Background: an optimization exercise with open tools, aiming at small area. Do not read the settings as production practice.
Function was checked by simulation only, so behaviour that the tests miss may differ from the original.
No activity file was given, so power comes from the tool's default toggle rates. No driver is modelled on the clock port, so clocking that relies on it looks cheaper here than on a real chip.

==> build 11: inputs <==
==> flow/design.v <==
package fetch_pkg;
    typedef struct packed {
        logic [32-1:0] addr;
    } icache_req_t;
    typedef struct packed {
        logic                                   valid;
        logic [2*32-1:0]     data;
    } icache_rsp_t;
    typedef struct packed {
        logic                   valid;
        logic [32-1:0]  inst;
        logic [32-1:0]       pc;
        logic [32-1:0]       npc;
    } fetch_slot_t;
    typedef fetch_slot_t [2-1:0] fetch_packet_t;
endpackage
package predict_pkg;
    typedef enum logic [1:0] {
        CTR_STRONG_NT = 2'd0,
        CTR_WEAK_NT   = 2'd1,
        CTR_WEAK_T    = 2'd2,
        CTR_STRONG_T  = 2'd3
    } counter_t;
    typedef struct packed {
        logic               valid;
        logic [32-1:0]   pc;
        logic               taken;
        logic [32-1:0]   target;
    } resolve_t;
    typedef struct packed {
        logic               hit;
        logic               taken;
        logic [32-1:0]   target;
    } lookup_t;
endpackage
`timescale 1ns/1ns
module btb_entry (
    input  logic        clock,
    input  logic        wr,
    input  logic        hold,
    input  logic [9:0]  wr_tag,
    input  logic [11:0] wr_tgt,
    output logic        valid,
    output logic [9:0]  tag,
    output logic [11:0] tgt
);
    always_ff @(posedge clock) begin
        valid <= wr | (hold & valid);
        tag   <= ({10{wr}} & wr_tag) | ({10{hold}} & tag);
        tgt   <= ({12{wr}} & wr_tgt) | ({12{hold}} & tgt);
    end
endmodule
`timescale 1ns/1ns
module pred_entry (
    input  logic        clock,
    input  logic        wr,
    input  logic        hold,
    input  logic [19:0] wr_data,
    output logic [19:0] data
);
    always_ff @(posedge clock) begin
        data <= ({20{wr}} & wr_data) | ({20{hold}} & data);
    end
endmodule
`timescale 1ns/1ns
module fetch_top (
    input  logic         clock,
    input  logic         reset,
    input  logic         if_valid,
    input  logic         take_branch,
    input  logic [31:0]  branch_target,
    input  logic         icache_rsp_valid,
    input  logic [63:0]  icache_rsp_data,
    input  logic         resolve_valid,
    input  logic [31:0]  resolve_pc,
    input  logic         resolve_taken,
    input  logic [31:0]  resolve_target,
    output logic [31:0]  icache_req_addr,
    output logic [1:0]   ib_valid,
    output logic [63:0]  ib_inst,
    output logic [63:0]  ib_pc,
    output logic [63:0]  ib_npc
);
    logic        r_valid;
    logic        r_taken;
    logic [5:0]  r_idx;
    logic [9:0]  r_tag;
    logic [11:0] r_tgt;
    always_ff @(posedge clock) begin
        r_valid <= resolve_valid & ~reset;
        r_taken <= resolve_taken;
        r_idx   <= resolve_pc[7:2];
        r_tag   <= resolve_pc[17:8];
        r_tgt   <= resolve_target[13:2];
    end
    logic [63:0] row;
    logic [63:0] row_hold;
    logic [63:0] btb_wr;
    logic [63:0] btb_hold;
    always_comb begin
        for (int j = 0; j < 64; j++) begin
            row[j]      = r_valid & ~reset & (r_idx == 6'(j));
            row_hold[j] = ~row[j] & ~reset;
            btb_wr[j]   = row[j] & r_taken;
            btb_hold[j] = ~btb_wr[j] & ~reset;
        end
    end
    logic [63:0] btb_v;
    logic [63:0][9:0]  btb_tag;
    logic [63:0][11:0] btb_tgt;
    logic [63:0][2:0]  hist;
    logic [63:0] pbit;
    logic [63:0][15:0] ctr;
    logic [2:0]  u_hist;
    logic [15:0] u_row;
    logic [7:0]  u_hdec;
    logic        u_c1, u_c0, u_n1, u_n0, u_p;
    logic [2:0]  u_hnew;
    logic [15:0] u_col;      
    always_comb begin
        u_hist = '0;
        u_row  = '0;
        for (int j = 0; j < 64; j++) begin
            u_hist = u_hist | ({3{row[j]}} & hist[j]);
            u_row  = u_row  | ({16{row[j]}} & ctr[j]);
        end
        for (int h = 0; h < 8; h++)
            u_hdec[h] = (u_hist == 3'(h));
        u_c1 = u_row[2*u_hist+1];
        u_c0 = ~u_row[2*u_hist];
        u_n1 = (u_c1 & u_c0) | (u_c1 & r_taken) | (u_c0 & r_taken);
        u_n0 = (u_c1 & ~u_c0) | (u_c1 & r_taken) | (~u_c0 & r_taken);
        u_hnew = {u_hist[1:0], r_taken};
        u_p = (u_hnew == u_hist) ? u_n1 : u_row[2*u_hnew+1];
        for (int h = 0; h < 8; h++) begin
            u_col[2*h+1] = u_hdec[h] ? u_n1  : u_row[2*h+1];
            u_col[2*h]   = u_hdec[h] ? ~u_n0 : u_row[2*h];
        end
    end
    genvar gj;
    generate
        for (gj = 0; gj < 64; gj++) begin : g_entry
            btb_entry u_btb (
                .clock  (clock),
                .wr     (btb_wr[gj]),
                .hold   (btb_hold[gj]),
                .wr_tag (r_tag),
                .wr_tgt (r_tgt),
                .valid  (btb_v[gj]),
                .tag    (btb_tag[gj]),
                .tgt    (btb_tgt[gj])
            );
            pred_entry u_pred (
                .clock   (clock),
                .wr      (row[gj]),
                .hold    (row_hold[gj]),
                .wr_data ({u_p, u_hnew, u_col}),
                .data    ({pbit[gj], hist[gj], ctr[gj]})
            );
        end
    endgenerate
    logic [29:0] pc;         
    logic [29:0] pc_inc;     
    logic [29:0] pc_fall;    
    logic [4:0]  k_odd, k_even;
    logic [31:0] sel_odd, sel_even;
    logic [23:0] rd_odd, rd_even;    
    logic [9:0]  tag_even;
    logic        hit_odd, hit_even, tk_odd, tk_even;
    logic        tk0, tk1;
    logic [11:0] tgt0, tgt1;
    logic [29:0] pred_pc;
    logic        accept;
    assign pc_inc  = pc + 30'd1;
    assign pc_fall = pc + 30'd2;
    assign k_odd  = pc[5:1];
    assign k_even = pc[5:1] + 5'(pc[0]);
    always_comb begin
        for (int k = 0; k < 32; k++) begin
            sel_odd[k]  = (k_odd == 5'(k));
            sel_even[k] = (k_even == 5'(k));
        end
        rd_odd  = '0;
        rd_even = '0;
        for (int k = 0; k < 32; k++) begin
            rd_even = rd_even | ({24{sel_even[k]}} & {btb_v[2*k], pbit[2*k], btb_tag[2*k], btb_tgt[2*k]});
            rd_odd  = rd_odd  | ({24{sel_odd[k]}}  & {btb_v[2*k+1], pbit[2*k+1], btb_tag[2*k+1], btb_tgt[2*k+1]});
        end
    end
    assign tag_even = pc[15:6] + 10'(pc[5:0] == 6'h3f);
    assign hit_odd  = rd_odd[23]  & (rd_odd[21:12]  == pc[15:6]);
    assign hit_even = rd_even[23] & (rd_even[21:12] == tag_even);
    assign tk_odd   = hit_odd  & rd_odd[22];
    assign tk_even  = hit_even & rd_even[22];
    assign tk0  = pc[0] ? tk_odd  : tk_even;
    assign tk1  = pc[0] ? tk_even : tk_odd;
    assign tgt0 = pc[0] ? rd_odd[11:0]  : rd_even[11:0];
    assign tgt1 = pc[0] ? rd_even[11:0] : rd_odd[11:0];
    always_comb begin
        if (tk0)      pred_pc = {pc[29:12], tgt0};
        else if (tk1) pred_pc = {pc_inc[29:12], tgt1};
        else          pred_pc = pc_fall;
    end
    assign accept = if_valid & icache_rsp_valid & ~take_branch;
    always_ff @(posedge clock) begin
        if (reset)            pc <= '0;
        else if (take_branch) pc <= branch_target[31:2];
        else if (accept)      pc <= pred_pc;
    end
    assign icache_req_addr = {pc, 2'b00};
    logic        o_valid;
    logic [63:0] o_inst;
    logic [29:0] o_pc;
    logic        o_tk0, o_tk1;
    logic [11:0] o_tgt1;
    logic [29:0] o_pc1, o_pc2, o_npc0, o_npc1;
    always_ff @(posedge clock) begin
        o_valid <= accept & ~reset;
        o_inst  <= icache_rsp_data;
        o_pc    <= pc;
        o_tk0   <= tk0;
        o_tk1   <= tk1;
        o_tgt1  <= tgt1;
    end
    assign o_pc1  = o_pc + 30'd1;
    assign o_pc2  = o_pc + 30'd2;
    assign o_npc0 = o_tk0 ? pc : o_pc1;
    assign o_npc1 = ~o_tk1 ? o_pc2 : o_tk0 ? {o_pc1[29:12], o_tgt1} : pc;
    assign ib_valid = {o_valid & ~o_tk0, o_valid};
    assign ib_inst  = {64{o_valid}} & o_inst;
    assign ib_pc    = {64{o_valid}} & {o_pc1, 2'b00, o_pc, 2'b00};
    assign ib_npc   = {64{o_valid}} & {o_npc1, 2'b00, o_npc0, 2'b00};
endmodule
==> flow/run.sh <==
#!/bin/bash
# synth_recipe.tcl (not shown) runs the flow's synth.tcl, then flattens the netlist and writes it again
# the make line also repeats each setting of config.mk as NAME=value (left out here)
make -C /OpenROAD-flow-scripts/flow DESIGN_CONFIG=/design/flow/config.mk WORK_HOME=/design/flow/orfs CLKGATE_MAP_FILE= SYNTH_SCRIPT=/design/flow/synth_recipe.tcl finish
==> flow/config.mk <==
export PLATFORM = sky130hd
export DESIGN_NAME = fetch_top
export DESIGN_NICKNAME = fetch_top
export VERILOG_FILES = /design/flow/design.v
export SDC_FILE = /design/flow/constraint.sdc
export NUM_CORES = 4
export LEC_CHECK = 0
export CAP_MARGIN = 20
export CORE_MARGIN = 2
export CORE_UTILIZATION = 55
export CTS_CLUSTER_DIAMETER = 100
export CTS_CLUSTER_SIZE = 20
export SLEW_MARGIN = 20
export SYNTH_HIERARCHICAL = 1
==> flow/constraint.sdc <==
create_clock -name core_clock -period 12.0 [get_ports {clock}]
set_input_delay 2.4000 -clock core_clock [delete_from_list [all_inputs] [get_ports {clock}]]
set_output_delay 2.4000 -clock core_clock [all_outputs]
set_load 0.01 [all_outputs]
==> build 60: changes against build 11 <==
--- a/flow/design.v
+++ b/flow/design.v
@@ -57,8 +57,61 @@
     input  logic        hold,
-    input  logic [19:0] wr_data,
-    output logic [19:0] data
-);
-    always_ff @(posedge clock) begin
-        data <= ({20{wr}} & wr_data) | ({20{hold}} & data);
-    end
+    input  logic [18:0] wr_data,
+    output logic [18:0] data
+);
+    always_ff @(posedge clock) begin
+        data <= ({19{wr}} & wr_data) | ({19{hold}} & data);
+    end
+endmodule
+`timescale 1ns/1ns
+module sel_nor #(
+    parameter int K = 3
+) (
+    input  logic [K-1:0] sel,
+    input  logic [K-1:0] d,
+    output logic         y_n
+);
+    assign y_n = ~|(sel & d);
+endmodule
+module onehot_read #(
+    parameter int N = 2,
+    parameter int W = 1
+) (
+    input  logic [N-1:0]   sel,
+    input  logic [N*W-1:0] words,
+    output logic [W-1:0]   q
+);
+    localparam int F = N / 3;
+    localparam int R = N % 3;
+    localparam int G = F + (R > 0 ? 1 : 0);
+    genvar b, g;
+    generate
+        for (b = 0; b < W; b++) begin : g_bit
+            logic [N-1:0] d;
+            logic [G-1:0] grp_n;
+            for (g = 0; g < N; g++) begin : g_d
+                assign d[g] = words[g*W + b];
+            end
+            for (g = 0; g < F; g++) begin : g_grp
+                sel_nor #(.K(3)) u_grp (
+                    .sel (sel[3*g +: 3]),
+                    .d   (d[3*g +: 3]),
+                    .y_n (grp_n[g])
+                );
+            end
+            if (R == 2) begin : g_rest3
+                sel_nor #(.K(3)) u_grp (
+                    .sel (sel[N-3 +: 3]),
+                    .d   (d[N-3 +: 3]),
+                    .y_n (grp_n[F])
+                );
+            end else if (R == 1) begin : g_rest
+                sel_nor #(.K(R)) u_grp (
+                    .sel (sel[3*F +: R]),
+                    .d   (d[3*F +: R]),
+                    .y_n (grp_n[F])
+                );
+            end
+            assign q[b] = ~&grp_n;
+        end
+    endgenerate
 endmodule
@@ -115,25 +168,29 @@
     logic [15:0] u_row;
-    logic [7:0]  u_hdec;
-    logic        u_c1, u_c0, u_n1, u_n0, u_p;
+    logic        u_c1, u_c0, u_n1, u_n0;
     logic [2:0]  u_hnew;
+    logic [2:0]  u_delta;
+    logic [15:0] u_step;     
     logic [15:0] u_col;      
-    always_comb begin
-        u_hist = '0;
-        u_row  = '0;
+    logic [64*19-1:0] upd_words;
+    always_comb begin
         for (int j = 0; j < 64; j++) begin
-            u_hist = u_hist | ({3{row[j]}} & hist[j]);
-            u_row  = u_row  | ({16{row[j]}} & ctr[j]);
-        end
-        for (int h = 0; h < 8; h++)
-            u_hdec[h] = (u_hist == 3'(h));
-        u_c1 = u_row[2*u_hist+1];
-        u_c0 = ~u_row[2*u_hist];
+            upd_words[j*19 +: 19] = {hist[j], ctr[j]};
+            pbit[j] = ctr[j][1];
+        end
+    end
+    onehot_read #(.N(64), .W(19)) u_upd_read (
+        .sel    (row),
+        .words  (upd_words),
+        .q      ({u_hist, u_row})
+    );
+    always_comb begin
+        u_c1 = u_row[1];
+        u_c0 = ~u_row[0];
         u_n1 = (u_c1 & u_c0) | (u_c1 & r_taken) | (u_c0 & r_taken);
         u_n0 = (u_c1 & ~u_c0) | (u_c1 & r_taken) | (~u_c0 & r_taken);
-        u_hnew = {u_hist[1:0], r_taken};
-        u_p = (u_hnew == u_hist) ? u_n1 : u_row[2*u_hnew+1];
-        for (int h = 0; h < 8; h++) begin
-            u_col[2*h+1] = u_hdec[h] ? u_n1  : u_row[2*h+1];
-            u_col[2*h]   = u_hdec[h] ? ~u_n0 : u_row[2*h];
-        end
+        u_hnew  = {u_hist[1:0], r_taken};
+        u_delta = u_hist ^ u_hnew;
+        u_step  = {u_row[15:2], u_n1, ~u_n0};
+        for (int k = 0; k < 8; k++)
+            u_col[2*k +: 2] = u_step[2*(k ^ int'(u_delta)) +: 2];
     end
@@ -156,4 +213,4 @@
                 .hold    (row_hold[gj]),
-                .wr_data ({u_p, u_hnew, u_col}),
-                .data    ({pbit[gj], hist[gj], ctr[gj]})
+                .wr_data ({u_hnew, u_col}),
+                .data    ({hist[gj], ctr[gj]})
             );
@@ -167,2 +224,3 @@
     logic [23:0] rd_odd, rd_even;    
+    logic [32*24-1:0] odd_words, even_words;
     logic [9:0]  tag_even;
@@ -182,9 +240,17 @@
         end
-        rd_odd  = '0;
-        rd_even = '0;
         for (int k = 0; k < 32; k++) begin
-            rd_even = rd_even | ({24{sel_even[k]}} & {btb_v[2*k], pbit[2*k], btb_tag[2*k], btb_tgt[2*k]});
-            rd_odd  = rd_odd  | ({24{sel_odd[k]}}  & {btb_v[2*k+1], pbit[2*k+1], btb_tag[2*k+1], btb_tgt[2*k+1]});
-        end
-    end
+            even_words[k*24 +: 24] = {btb_v[2*k], pbit[2*k], btb_tag[2*k], btb_tgt[2*k]};
+            odd_words[k*24 +: 24]  = {btb_v[2*k+1], pbit[2*k+1], btb_tag[2*k+1], btb_tgt[2*k+1]};
+        end
+    end
+    onehot_read #(.N(32), .W(24)) u_even_read (
+        .sel    (sel_even),
+        .words  (even_words),
+        .q      (rd_even)
+    );
+    onehot_read #(.N(32), .W(24)) u_odd_read (
+        .sel    (sel_odd),
+        .words  (odd_words),
+        .q      (rd_odd)
+    );
     assign tag_even = pc[15:6] + 10'(pc[5:0] == 6'h3f);
==> flow/flow/run.sh (new file) <==
#!/bin/bash
# The standard layout, with single-strength port buffers and a clock
# tree built from larger sink clusters and without dummy loads.
set -euo pipefail
export BUFFER_PORTS_ARGS="-buffer_cell sky130_fd_sc_hd__buf_1"
export CTS_ARGS="-sink_clustering_enable -repair_clock_nets -dont_use_dummy_load -sink_clustering_size 28 -sink_clustering_max_diameter 100"
bash standard.sh > standard_flow.log 2>&1
==> flow/standard.sh (new file) <==
#!/bin/bash
# synth_recipe.tcl (not shown) runs the flow's synth.tcl, then flattens the netlist and writes it again
# the make line also repeats each setting of config.mk as NAME=value (left out here)
make -C /OpenROAD-flow-scripts/flow DESIGN_CONFIG=/design/flow/config.mk WORK_HOME=/design/flow/orfs CLKGATE_MAP_FILE= SYNTH_SCRIPT=/design/flow/synth_recipe.tcl "${@:-finish}"
Settings changed: CORE_UTILIZATION 55 to 65, CTS_CLUSTER_DIAMETER 100 to unset, CTS_CLUSTER_SIZE 20 to unset.
removed: flow/run.sh
==> build 6: changes against build 11 <==
--- a/flow/design.v
+++ b/flow/design.v
@@ -63,2 +63,43 @@
     end
+endmodule
+`timescale 1ns/1ns
+module sel_nor3 (
+    input  logic [2:0] sel,
+    input  logic [2:0] d,
+    output logic       y_n
+);
+    assign y_n = ~|(sel & d);
+endmodule
+module onehot_read #(
+    parameter int N = 2,
+    parameter int W = 1
+) (
+    input  logic [N-1:0]   sel,
+    input  logic [N*W-1:0] words,
+    output logic [W-1:0]   q
+);
+    localparam int G = (N + 2) / 3;
+    logic [3*G-1:0] sel_p;
+    assign sel_p = {{(3*G-N){1'b0}}, sel};
+    genvar b, g;
+    generate
+        for (b = 0; b < W; b++) begin : g_bit
+            logic [3*G-1:0] d_p;
+            logic [G-1:0]   grp_n;
+            for (g = 0; g < N; g++) begin : g_d
+                assign d_p[g] = words[g*W + b];
+            end
+            if (3*G > N) begin : g_pad
+                assign d_p[3*G-1:N] = '0;
+            end
+            for (g = 0; g < G; g++) begin : g_grp
+                sel_nor3 u_grp (
+                    .sel (sel_p[3*g +: 3]),
+                    .d   (d_p[3*g +: 3]),
+                    .y_n (grp_n[g])
+                );
+            end
+            assign q[b] = ~&grp_n;
+        end
+    endgenerate
 endmodule
@@ -119,9 +160,13 @@
     logic [15:0] u_col;      
-    always_comb begin
-        u_hist = '0;
-        u_row  = '0;
-        for (int j = 0; j < 64; j++) begin
-            u_hist = u_hist | ({3{row[j]}} & hist[j]);
-            u_row  = u_row  | ({16{row[j]}} & ctr[j]);
-        end
+    logic [64*19-1:0] upd_words;
+    always_comb begin
+        for (int j = 0; j < 64; j++)
+            upd_words[j*19 +: 19] = {hist[j], ctr[j]};
+    end
+    onehot_read #(.N(64), .W(19)) u_upd_read (
+        .sel    (row),
+        .words  (upd_words),
+        .q      ({u_hist, u_row})
+    );
+    always_comb begin
         for (int h = 0; h < 8; h++)
@@ -167,2 +212,3 @@
     logic [23:0] rd_odd, rd_even;    
+    logic [32*24-1:0] odd_words, even_words;
     logic [9:0]  tag_even;
@@ -182,9 +228,17 @@
         end
-        rd_odd  = '0;
-        rd_even = '0;
         for (int k = 0; k < 32; k++) begin
-            rd_even = rd_even | ({24{sel_even[k]}} & {btb_v[2*k], pbit[2*k], btb_tag[2*k], btb_tgt[2*k]});
-            rd_odd  = rd_odd  | ({24{sel_odd[k]}}  & {btb_v[2*k+1], pbit[2*k+1], btb_tag[2*k+1], btb_tgt[2*k+1]});
-        end
-    end
+            even_words[k*24 +: 24] = {btb_v[2*k], pbit[2*k], btb_tag[2*k], btb_tgt[2*k]};
+            odd_words[k*24 +: 24]  = {btb_v[2*k+1], pbit[2*k+1], btb_tag[2*k+1], btb_tgt[2*k+1]};
+        end
+    end
+    onehot_read #(.N(32), .W(24)) u_even_read (
+        .sel    (sel_even),
+        .words  (even_words),
+        .q      (rd_even)
+    );
+    onehot_read #(.N(32), .W(24)) u_odd_read (
+        .sel    (sel_odd),
+        .words  (odd_words),
+        .q      (rd_odd)
+    );
     assign tag_even = pc[15:6] + 10'(pc[5:0] == 6'h3f);
==> flow/flow/run.sh (new file) <==
#!/bin/bash
# The standard layout, with single-strength port buffers and a clock
# tree built from larger sink clusters and without dummy loads; gates off
# the critical paths are sized down after global routing.
set -euo pipefail
export BUFFER_PORTS_ARGS="-buffer_cell sky130_fd_sc_hd__buf_1"
export CTS_ARGS="-sink_clustering_enable -repair_clock_nets -dont_use_dummy_load -sink_clustering_size 20 -sink_clustering_max_diameter 100"
export RECOVER_POWER=100
bash standard.sh > standard_flow.log 2>&1
==> flow/standard.sh (new file) <==
#!/bin/bash
# synth_recipe.tcl (not shown) runs the flow's synth.tcl, then flattens the netlist and writes it again
# the make line also repeats each setting of config.mk as NAME=value (left out here)
make -C /OpenROAD-flow-scripts/flow DESIGN_CONFIG=/design/flow/config.mk WORK_HOME=/design/flow/orfs CLKGATE_MAP_FILE= SYNTH_SCRIPT=/design/flow/synth_recipe.tcl "${@:-finish}"
Settings changed: CTS_CLUSTER_DIAMETER 100 to unset, CTS_CLUSTER_SIZE 20 to unset.
removed: flow/run.sh
==> trial 44: changes against build 11 <==
Settings changed: CTS_CLUSTER_DIAMETER 100 to unset, CTS_CLUSTER_SIZE 20 to unset.
==> run notes <==
switching power share of the total=0.263; global-route wire length before repair=between 700000 and 800000 µm; NetSw=around 4.5 mW; slew at the pin with the worst max-slew slack=1.39 ns; vias per cell=7.88; FMAX=~110 MHz; clock network power=approximately 5.9 mW; Sequential Power Share=0.577; die area=about 0.21 mm²; final worst slack=around 2.9 ns; outcome=no timing/DRC/antenna violations; fraction of area in multi-input gates=0.411; Seq area share=0.467
Source of the figures above: build 11

==> run notes <==
outcome=no timing/DRC/antenna violations; global-route wire length before repair=between 700000 and 800000 µm; Seq area share=0.447; fraction of area in multi-input gates=0.394; vias per cell=a little under 8; FMAX=about 110 MHz; clock network power=9.78 mW
Source of the figures above: trial 44

==> run notes <==
outcome=complete, but fails checks; Fail Reasons=max-capacitance violations, max-slew violations; Tot Pwr=~16 mW; fraction of area in multi-input gates=0.389; slew at the pin with the worst max-slew slack=3.76 ns; Final Slew Violations=between 1000 and 1500; Seq area share=0.512; FMAX=about 94 MHz; Sequential Power Share=0.600; Max-Cap Viols=43; NetSw=4.11 mW; switching power share of the total=0.250; die area=about 0.20 mm²; clock network power=5.57 mW; final hold slack=~0.42 ns
Source of the figures above: build 6

==> run notes <==
FMAX=97.3 MHz; fraction of area in multi-input gates=0.391; outcome=no timing/DRC/antenna violations; vias per cell=about 7.8; Seq area share=0.521; die area=roughly 0.17 mm²; slew at the pin with the worst max-slew slack=1.28 ns; Sequential Power Share=0.653; NetSw=3.50 mW; global-route wire length before repair=543000 µm; final worst slack=roughly 1.7 ns
Source of the figures above: build 60

## separate check: timing with driven ports
How much do the figures lean on ideal ports? The routed layouts below were timed once more, with nothing changed but the port constraints.
Step 1: set_driving_cell puts a clkbuf_16 on clock and a buf_2 on each other input, an assumption about the parent block.
Step 2 moves the port delays by t, midway between the first and last clock arrival at a register: inputs arrive t later, outputs are due t later. That takes back most of the time a late clock gives input paths.
Three values: ideal ports, drivers, drivers and shift; two values: the first two.
| run | t, ns | slack for setup (ns) | worst data-port slew with drivers (ns) | cell pins on the clock port's net |
|---|---|---|---|---|
| build 11 | 0.969 | 2.906 / 2.957 / 1.988 | 0.14 | 1 |
| build 60 | 0.865 | 1.718 / 1.777 / 0.911 | 0.14 | 1 |
| build 6 | 0.915 | 1.392 / 1.470 / 0.554 | 0.07 | 1 |
| trial 44 | 1.047 | 2.811 / 2.862 / 1.815 | 0.18 | 1 |
For trial 44, which loses most, drivers alone change the setup slack by +0.051 ns; drivers and shift together by -0.996 ns.
